Context: an optimization exercise on an open-source flow, tuned for small area, a short achievable clock period and few clock cycles per item. The choices shown serve that exercise and are no tape-out recipe.
RTL that was checked went through simulation tests only; none was proved equivalent to the original.

== job 101 ==
Design battery_compensated_angle_from_adc, start of the top module:
module battery_compensated_angle_from_adc (
    input  wire logic                  clk,
    input  wire logic                  rst_n,
    input  wire logic                  in_valid,
    output logic                       in_ready,
    input  wire logic [7:0]            in_code_byte0,
    input  wire logic [7:0]            in_code_byte1,
    input  wire logic [7:0]            in_code_byte2,
    input  wire logic [bcaa_pkg::BATT_W-1:0]     in_battery_count,
    input  wire logic                  in_zero_request,
    input  wire logic                  cfg_valid,
    output logic                       cfg_ready,
    input  wire logic [bcaa_pkg::CFG_IDX_W-1:0]  cfg_index,
    input  wire logic [bcaa_pkg::CFG_DATA_W-1:0] cfg_data,
    output logic                       out_valid,
    input  wire logic                  out_ready,
    output logic      [bcaa_pkg::ANGLE_W-1:0]    out_angle_q8,
    output logic                       out_denominator_fault,
    output logic                       out_offset_taken
);
Size: about 3300 cells after synthesis, ~380 flip-flops, about 72 I/O pins, ~31000 sq um of cells after synthesis.
Settings: LEC_CHECK=0, CAP_MARGIN=20, CORE_MARGIN=2, CORE_UTILIZATION=40, SETUP_SLACK_MARGIN=3.25, SLEW_MARGIN=20; clock period 7.5 ns.
run.sh (not shown) runs the stock make flow with config.mk's settings and CLKGATE_MAP_FILE= SYNTH_SCRIPT=/design/flow/synth_recipe.tcl, a recipe that flattens the netlist after the stock synthesis.
No stage failed in job 101, and the final checks on the layout all came back clean.
Testbench counts of job 101, summed over its fixed seeds: cycles 7,320, items 1,600.
Relative to job 101, the following input files were edited for job 102:
Settings: swapping 40 for 55 in CORE_UTILIZATION; swapping 3.25 for 3.5 in SETUP_SLACK_MARGIN.
--- outcome ---
Going from job 101 to job 102, number of resized instances in the post-cts repair step grew by more than a quarter.


battery_compensated_angle_from_adc, a different RTL version from the one above (not shown whole).
Size in the first run: roughly 240 flip-flops, about 72 I/O pins.
clock: 7.5 ns
lec_check: 0
cap_margin: 20
core_margin: 2
core_utilization: 40
setup_slack_margin: 3.5
slew_margin: 20
Testbench counts at the start, summed over its fixed seeds: cycles 14,496, items 1,600.
Change:
SETUP_SLACK_MARGIN = 3.0   (was 3.5)
Via count went down by 0.54%.
Design area went down by 1.0%.
Die area does not change.
Sequential share of layout area went up by 0.28 points.
Non-clock buffer count went down by 11.
Routed wire length went down by 0.79%.
Register-to-register slack gets worse by 0.36 ns.
Clock-buffer cell count does not change.
Maximum frequency went down by 9.6%.


== lane 1 ==
battery_compensated_angle_from_adc, a different RTL version from the one above (not shown whole).
Size in the first run: roughly 2100 cells after synthesis, ~240 flip-flops, ~72 I/O pins, about 0.019 mm^2 of cells after synthesis.
Settings: LEC_CHECK=0, CAP_MARGIN=20, CORE_MARGIN=2, CORE_UTILIZATION=60, SETUP_SLACK_MARGIN=4.0, SLEW_MARGIN=20; clock period 7.5 ns.
Lane 1: no failed stages, no open violations at the end
## Diff of input files: lane 2 against lane 1
- swapping 60 for 40 in CORE_UTILIZATION
- swapping 4.0 for 3.5 in SETUP_SLACK_MARGIN
Delta(wire length of the first global-routing pass, lane 2 - lane 1) > 0
Compared with lane 1, in lane 2 signed area change from the synthesized netlist to the final layout shows a reduction of 5.7 points, share of the final layout cell area in multi-input gates shows no meaningful change, measured slew at the worst slew-check pin shows an increase of 0.25 ns, aggregate global-route resource usage shows a reduction of 11 points.
In the reports for lane 2 and lane 1, the larger number of buffers inserted during clock tree synthesis belongs to lane 2.
Lane 2 vs lane 1 — post-route met1 wirelength climbed by a few percent
In the reports for lane 2 and lane 1, the larger post-route worst setup slack belongs to lane 1.
Between lane 1 and lane 2, maximum cell stage delay along the critical path decreased.
First-iteration DRC count delta for lane 2 relative to lane 1: 273 lower
No run among lane 2 and lane 1 stopped early or left any final violation; all are clean.
For lane 3, these inputs were changed with respect to lane 2:
- a change of SETUP_SLACK_MARGIN from 3.5 to 3.75
--- outcome ---
Going from lane 2 to lane 3, the multi-input gate area in the final layout was found to have gone up by 230 um^2. Lane 3 reports its timing startpoint of the critical path as drem[7]$_DFFE_PP_ while lane 2 reports dden[1]$_DFFE_PP_. Comparing lane 3 against lane 2, there is no change at all in mux contribution to synthesized area.
No functional check of the RTL was part of any run of this note.

## separate check: timing with driven ports
How much do the figures lean on ideal ports? The routed layouts below were timed once more, with nothing changed but the port constraints. Step 1: set_driving_cell puts a clkbuf_16 on clk and a buf_2 on each other input, an assumption about the parent block. Step 2 adds t to the input delays and takes it off the output delays; t is the mean of the earliest and latest rising clock arrival at the registers after step 1. Input paths then give back, and output paths get back, about the clock's delay inside the block. Slacks: no drivers / after step 1 / after step 2; pairs: no drivers / after step 1.
| run | shift t [ns] | slack for setup (ns) | clock arrival spread, ns |
|---|---|---|---|
| job 101 | 0.659 | 3.367 / 3.367 / 3.367 | 0.044 / 0.043 |
| job 102 | 0.657 | 3.407 / 3.407 / 3.264 | 0.016 / 0.017 |
| the first run of note 2 | 0.604 | 3.613 / 3.613 / 3.613 | 0.015 / 0.016 |
| the second run of note 2 | 0.604 | 3.200 / 3.141 / 3.247 | 0.016 / 0.016 |
| lane 1 | 0.618 | 3.999 / 3.999 / 3.695 | 0.033 / 0.034 |
| lane 2 | 0.623 | 3.664 / 3.664 / 3.309 | 0.019 / 0.018 |
| lane 3 | 0.631 | 3.866 / 3.866 / 3.366 | 0.009 / 0.009 |
After both steps every run listed still meets setup and hold. The setup slack of lane 3, which loses most, moves by 0.000 ns with the drivers and by -0.500 ns with both steps.
